From an optimization exercise on the open Yosys and OpenROAD flow, aimed at small area, a short achievable clock period and few clock cycles; shortcuts taken in it are not production practice. At most, simulation tests tie the RTL to the original design; equivalence was not proved. No activity file was given, so power comes from the tool's default toggle rates.

==> try-zinc <==
## cnn_classifier
module cnn_classifier #(
    parameter int NUM_WINDOWS = 10
) (
    input  logic        clk_i,
    input  logic        rst,
    input  logic [15:0] data_i,
    input  logic [7:0]  ctrl_i,    
    output logic [3:0]  class_o,
    output logic        done_o
);
==> flow/config.mk <==
export PLATFORM = sky130hd
export DESIGN_NAME = cnn_classifier
export DESIGN_NICKNAME = cnn_classifier
export VERILOG_FILES = /design/flow/design.v
export SDC_FILE = /design/flow/constraint.sdc
export NUM_CORES = 4
export LEC_CHECK = 0
export CAP_MARGIN = 20
export CORE_MARGIN = 2
export CORE_UTILIZATION = 40
export SLEW_MARGIN = 20
==> flow/constraint.sdc <==
create_clock -name core_clock -period 13.0 [get_ports {clk_i}]
set_input_delay 2.6000 -clock core_clock [delete_from_list [all_inputs] [get_ports {clk_i}]]
set_output_delay 2.6000 -clock core_clock [all_outputs]
set_load 0.01 [all_outputs]
standard.sh (not shown) runs the stock make flow with config.mk's settings and CLKGATE_MAP_FILE= SYNTH_SCRIPT=/design/flow/synth_recipe.tcl, a recipe that flattens the netlist after the stock synthesis.
==> flow/flow/run.sh <==
#!/bin/bash
# The standard layout, with timing repair aiming at a setup slack of 8.5 ns
# (a shorter critical path than the 13 ns clock needs). Constraints unchanged.
set -euo pipefail
bash standard.sh finish SETUP_SLACK_MARGIN=8.5 > standard_flow.log 2>&1
==> try-ember: changes against try-zinc <==
==> flow/flow/run.sh (replaced) <==
#!/bin/bash
# The standard layout, with timing repair aiming at a setup slack of 9.5 ns
# (a shorter critical path than the 13 ns clock needs). Constraints unchanged.
set -euo pipefail
bash standard.sh finish SETUP_SLACK_MARGIN=9.5 > standard_flow.log 2>&1
CTS_CLUSTER_DIAMETER = 80   (was default)
CTS_CLUSTER_SIZE = 25   (was default)
==> try-maple: changes against try-zinc <==
==> flow/run.sh (new file) <==
#!/bin/bash
# synth_recipe.tcl (not shown) runs the flow's synth.tcl, then flattens the netlist and writes it again
# the make line also repeats each setting of config.mk as NAME=value (left out here)
make -C /OpenROAD-flow-scripts/flow DESIGN_CONFIG=/design/flow/config.mk WORK_HOME=/design/flow/orfs CLKGATE_MAP_FILE= SYNTH_SCRIPT=/design/flow/synth_recipe.tcl finish
ABC_CLOCK_PERIOD_IN_PS = 3000   (was default)
CORE_UTILIZATION = 55   (was 40)
SETUP_SLACK_MARGIN = 5   (was default)
removed: flow/flow/run.sh
removed: flow/standard.sh
==> comparison <==
try-zinc produced a clean layout. try-maple went through all stages and came out clean. try-ember ran to the end with no violations.
Setup slack: try-ember > try-zinc > try-maple.
Die area is the same in try-ember and try-zinc.
Critical path depth: try-zinc is lower than try-ember (1).
Of try-maple and try-zinc, try-maple has the higher first-iteration DRC count (gap about 3.7%, measured against try-zinc).
Sequential cell count is the same in try-maple and try-zinc.
Between try-ember and try-maple, the lower cell area is in try-maple (gap 0.87%, measured against try-maple).
Final cell count, highest first: try-zinc, try-ember, try-maple.
The lowest sequential share of layout area belongs to try-zinc, the highest to try-maple.
The lowest global-route usage belongs to try-zinc, the highest to try-maple.
Between try-zinc and try-ember, the lower register-to-register slack is in try-zinc (gap 0.45 ns).
Testbench counts of try-zinc, summed over its fixed seeds: cycles 2,632.
Testbench counts of try-ember, summed over its fixed seeds: cycles 2,632.
Testbench counts of try-maple, summed over its fixed seeds: cycles 2,632.

==> inputs of 02-07 <==
Starting RTL as in the previous note.
export LEC_CHECK = 0
export CAP_MARGIN = 20
export CORE_MARGIN = 2
export CORE_UTILIZATION = 40
export SLEW_MARGIN = 20
create_clock -name core_clock -period 13.0 [get_ports {clk_i}]
==> flow/flow/run.sh <==
#!/bin/bash
# The standard layout, with timing repair aiming at a setup slack of 9.5 ns
# (a shorter critical path than the 13 ns clock needs). Constraints unchanged.
set -euo pipefail
bash standard.sh finish SETUP_SLACK_MARGIN=9.5 > standard_flow.log 2>&1
==> 12-11 (differences from 02-07) <==
--- a/flow/config.mk
+++ b/flow/config.mk
@@ -8,4 +8,7 @@
 export CAP_MARGIN = 20
 export CORE_MARGIN = 2
-export CORE_UTILIZATION = 40
+export CORE_UTILIZATION = 60
+export CTS_CLUSTER_DIAMETER = 100
+export CTS_CLUSTER_SIZE = 30
+export PLACE_DENSITY = 0.7
 export SLEW_MARGIN = 20
==> 11-19 (differences from 02-07) <==
--- a/flow/config.mk
+++ b/flow/config.mk
@@ -9,3 +9,5 @@
 export CORE_MARGIN = 2
 export CORE_UTILIZATION = 40
+export CTS_CLUSTER_DIAMETER = 100
+export CTS_CLUSTER_SIZE = 30
 export SLEW_MARGIN = 20
==> 04-12 (differences from 02-07) <==
==> flow/flow/run.sh (replaced) <==
#!/bin/bash
# The standard layout, with timing repair aiming at a setup slack of 9.5 ns
# (a shorter critical path than the 13 ns clock needs). Constraints unchanged.
set -euo pipefail
bash standard.sh finish SETUP_SLACK_MARGIN=9.5 ADDER_MAP_FILE= > standard_flow.log 2>&1
--- a/flow/config.mk
+++ b/flow/config.mk
@@ -9,3 +9,5 @@
 export CORE_MARGIN = 2
 export CORE_UTILIZATION = 40
+export CTS_CLUSTER_DIAMETER = 100
+export CTS_CLUSTER_SIZE = 30
 export SLEW_MARGIN = 20
==> run notes <==
- Commonest cells after routing, fill and taps aside: 522 x edfxtp_1, 350 x inv_1, 305 x fa_1
- Simple-gate share of the synthesized area: 7.31%
- Vias: ~24k
- Clock Skews: 0.0623 ns
- Cell Int Power: 4.20 mW
- GR met3 Demand/Resource: ~3.2%
- Post-Synth XOR/XNOR Area: under 10%
- Status: timing/DRC/antenna clean
- Rel. slew slack: between 10% and 20%
# the run above: 12-11

==> run notes <==
- Status: timing/DRC/antenna clean
- Commonest cells after routing, fill and taps aside: 522 x edfxtp_1, 344 x inv_1, 302 x fa_1
- Rel. slew slack: between 20% and 30%
- Top cells by count, synth: 522 x edfxtp_1, 380 x inv_1, 362 x fa_1
- First-pass GRT wire length: 149 mm
- Simple-gate share of the synthesized area: around 7.3%
- Cell Int Power: between 4 and 5 mW
- Worst Hold Slack: about 0.37 ns
- RSZ-0062 raised after global routing: yes
- GR met3 Demand/Resource: 2.11%
- Clock Skews: around 0.039 ns
- Vias: approximately 23k
# the run above: 11-19

==> run notes <==
- Commonest cells after routing, fill and taps aside: 522 x edfxtp_1, 349 x inv_1, 300 x fa_1
- Simple-gate share of the synthesized area: about 7.3%
- Clock Skews: 0.0492 ns
- Status: timing/DRC/antenna clean
- Crit path to: class_argmax_inst.ps_b_q[7]
- Vias: 23.8k
- Post-Synth XOR/XNOR Area: around 5.6%
- Cell Int Power: a little over 5 mW
# the run above: 02-07

==> run notes <==
- Status: timing/DRC/antenna clean
- GR met3 Demand/Resource: ~2.0%
- Post-synth EDFFs: ~520
- Vias: 27.6k
- Simple-gate share of the synthesized area: 8.83%
- Clock Skews: about 0.051 ns
- Critical-path cell list: buf_6
- Commonest cells after routing, fill and taps aside: 732 x xnor2_1, 522 x edfxtp_1, 405 x nand2_1
- Rel. slew slack: 26.6%
- Placed Instances: 5136
- Cell Int Power: 4.52 mW
- Post-Synth XOR/XNOR Area: between 20% and 30%
# the run above: 04-12

Testbench counts of 02-07, summed over its fixed seeds: cycles 2,632.
Testbench counts of 12-11, summed over its fixed seeds: cycles 2,632.
Testbench counts of 11-19, summed over its fixed seeds: cycles 2,632.
Testbench counts of 04-12, summed over its fixed seeds: cycles 2,632.

==> run G: inputs <==
cnn_classifier again, from the RTL that the note above started with.
Settings: LEC_CHECK=0, CAP_MARGIN=20, CORE_MARGIN=2, CORE_UTILIZATION=40, SLEW_MARGIN=20; clock period 13.0 ns.
run.sh (not shown) runs the stock make flow with config.mk's settings and CLKGATE_MAP_FILE= SYNTH_SCRIPT=/design/flow/synth_recipe.tcl, a recipe that flattens the netlist after the stock synthesis.
Stock flow here: none of the scripts above is used.
==> inputs of run Y, as changes to run G <==
--- a/flow/design.v
+++ b/flow/design.v
@@ -48,17 +48,14 @@
 );
     logic [3:0]  cnt_q;
     logic        wv_q;
     logic        wl_q;
     logic [11:0] ws_a [0:2];
     logic [11:0] ws_b [0:2];
-    logic [11:0] ws_a_q [0:2];
-    logic [11:0] ws_b_q [0:2];
+    logic [11:0] ws_q [0:2];
     logic [14:0] acc_q [0:2];
-    logic [14:0] acc_s [0:2];
-    logic [14:0] acc_c [0:2];
     logic [14:0] acc_d [0:2];
     logic wt_1;
     logic wt_2;
     logic wt_3;
     logic wt_4;
     logic wt_5;
@@ -771,23 +768,18 @@
                 cnt_q <= (cnt_q == 4'd9) ? 4'd0 : cnt_q + 4'd1;
             end
         end
     end
     always_ff @(posedge clk_i) begin
         for (int f = 0; f < 3; f++) begin
-            ws_a_q[f] <= ws_a[f];
-            ws_b_q[f] <= ws_b[f];
+            ws_q[f] <= ws_a[f] + ws_b[f];
         end
     end
     always_comb begin
         for (int f = 0; f < 3; f++) begin
-            acc_s[f] = acc_q[f] ^ {3'b0, ws_a_q[f]} ^ {3'b0, ws_b_q[f]};
-            acc_c[f] = {(acc_q[f][13:0] & {2'b0, ws_a_q[f]}) |
-                        (acc_q[f][13:0] & {2'b0, ws_b_q[f]}) |
-                        ({2'b0, ws_a_q[f]} & {2'b0, ws_b_q[f]}), 1'b0};
-            acc_d[f] = acc_s[f] + acc_c[f];
+            acc_d[f] = acc_q[f] + {3'b0, ws_q[f]};
         end
     end
     always_ff @(posedge clk_i) begin
         for (int f = 0; f < 3; f++) begin
             if (rst_q) begin
                 acc_q[f] <= cnn_pkg::ACC_INIT;
==> flow/flow/run.sh (new file) <==
#!/bin/bash
# The standard layout, with timing repair aiming at a setup slack of 9.5 ns
# (a shorter critical path than the 13 ns clock needs). Constraints unchanged.
set -euo pipefail
bash standard.sh finish SETUP_SLACK_MARGIN=9.5 ADDER_MAP_FILE= > standard_flow.log 2>&1
==> flow/standard.sh (new file) <==
#!/bin/bash
# synth_recipe.tcl (not shown) runs the flow's synth.tcl, then flattens the netlist and writes it again
# the make line also repeats each setting of config.mk as NAME=value (left out here)
make -C /OpenROAD-flow-scripts/flow DESIGN_CONFIG=/design/flow/config.mk WORK_HOME=/design/flow/orfs CLKGATE_MAP_FILE= SYNTH_SCRIPT=/design/flow/synth_recipe.tcl "${@:-finish}"
Settings changed: CTS_CLUSTER_DIAMETER set to 100, CTS_CLUSTER_SIZE set to 30.
removed: flow/run.sh
==> inputs of run K, as changes to run G <==
Settings changed: ABC_CLOCK_PERIOD_IN_PS set to 3000.
==> run_results.csv <==
group,metric,value,unit
floorplanning,core,100000,sq um
outcome,status,"timing/DRC/antenna clean",
setup_path,crit_path_cell_trace,"clkinv_1 > xnor2_1 > fa_1 > fa_1 > inv_1 > fa_1 > inv_1 > fa_1 > inv_1 > fa_1",
logic_synthesis,yosys_register_bits,767,
setup_path,cp_common_cell,"fa_1",
layout,nNetsFinal,3612,
power_and_ir_drop,p_total,0.00737,W
power_and_ir_drop,p_seq,0.00308,W
place,dp_cells,4318,
setup_path,crit_family,"adder cells",
timing,holdWs,0.366,ns
logic_synthesis,syn_inst,3095,
Source of the figures above: run G

==> run_results.csv <==
group,metric,value,unit
timing,holdWs,0.377,ns
power_and_ir_drop,p_seq,0.00296,W
logic_synthesis,syn_inst,3744,
setup_path,crit_path_cell_trace,"or2_4 > a311oi_2 > o31ai_2 > a31o_2 > a211o_4 > a21oi_4 > o311ai_4 > a221oi_2 > a221oi_2 > maj3_2 > maj3_2 > maj3_2 > maj3_2",
power_and_ir_drop,p_total,0.00691,W
outcome,status,"timing/DRC/antenna clean",
place,dp_cells,5029,
floorplanning,core,103000,sq um
global_routing,grt_max_degree,58,
Source of the figures above: run Y

==> run_results.csv <==
group,metric,value,unit
floorplanning,core,100000,sq um
logic_synthesis,yosys_register_bits,767,
place,dp_cells,4318,
setup_path,cp_common_cell,"fa_1",
timing,holdWs,0.366,ns
outcome,status,"timing/DRC/antenna clean",
setup_path,crit_path_cell_trace,"clkinv_1 > xnor2_1 > fa_1 > fa_1 > inv_1 > fa_1 > inv_1 > fa_1 > inv_1 > fa_1",
power_and_ir_drop,p_total,0.00737,W
Source of the figures above: run K

Testbench counts of run G, summed over its fixed seeds: cycles 2,632.
Testbench counts of run K, summed over its fixed seeds: cycles 2,632.
Only the layout flow was run in run Y; the RTL was not checked for function there.

## what the ideal ports hide
Ports are ideal in the flow. The routed layouts listed here were re-timed in OpenROAD.
Step 1: set_driving_cell puts a clkbuf_16 on clk_i and a buf_2 on each other input, an assumption about the parent block.
Step 2 moves the port delays by t, midway between the first and last clock arrival at a register: inputs arrive t later, outputs are due t later. That takes back most of the time a late clock gives input paths.
a / b / c = no drivers / after step 1 / after step 2; a / b = the first two.
run | t (ns) | setup WS [ns] | hold slack, ns | worst setup path at the end
try-zinc | 0.707 | 8.877 / 8.852 / 8.877 | 0.366 / 0.366 / 0.366 | register to register
try-ember | 0.688 | 9.322 / 9.259 / 9.322 | 0.367 / 0.367 / 0.367 | register to register
try-maple | 0.683 | 8.855 / 8.802 / 8.855 | 0.369 / 0.369 / 0.369 | register to register
02-07 | 0.698 | 9.296 / 9.287 / 9.296 | 0.362 / 0.362 / 0.362 | register to register
12-11 | 0.729 | 9.253 / 9.190 / 9.337 | 0.361 / 0.361 / 0.361 | register to register
11-19 | 0.680 | 9.337 / 9.264 / 9.343 | 0.371 / 0.371 / 0.371 | register to register
04-12 | 0.652 | 9.367 / 9.303 / 9.510 | 0.367 / 0.367 / 0.367 | input to register
run G | 0.707 | 8.877 / 8.852 / 8.877 | 0.366 / 0.366 / 0.366 | register to register
run Y | 0.744 | 9.147 / 9.147 / 9.147 | 0.377 / 0.377 / 0.377 | register to register
run K | 0.707 | 8.877 / 8.852 / 8.877 | 0.366 / 0.366 / 0.366 | register to register
After both steps setup and hold are still met in every run listed.
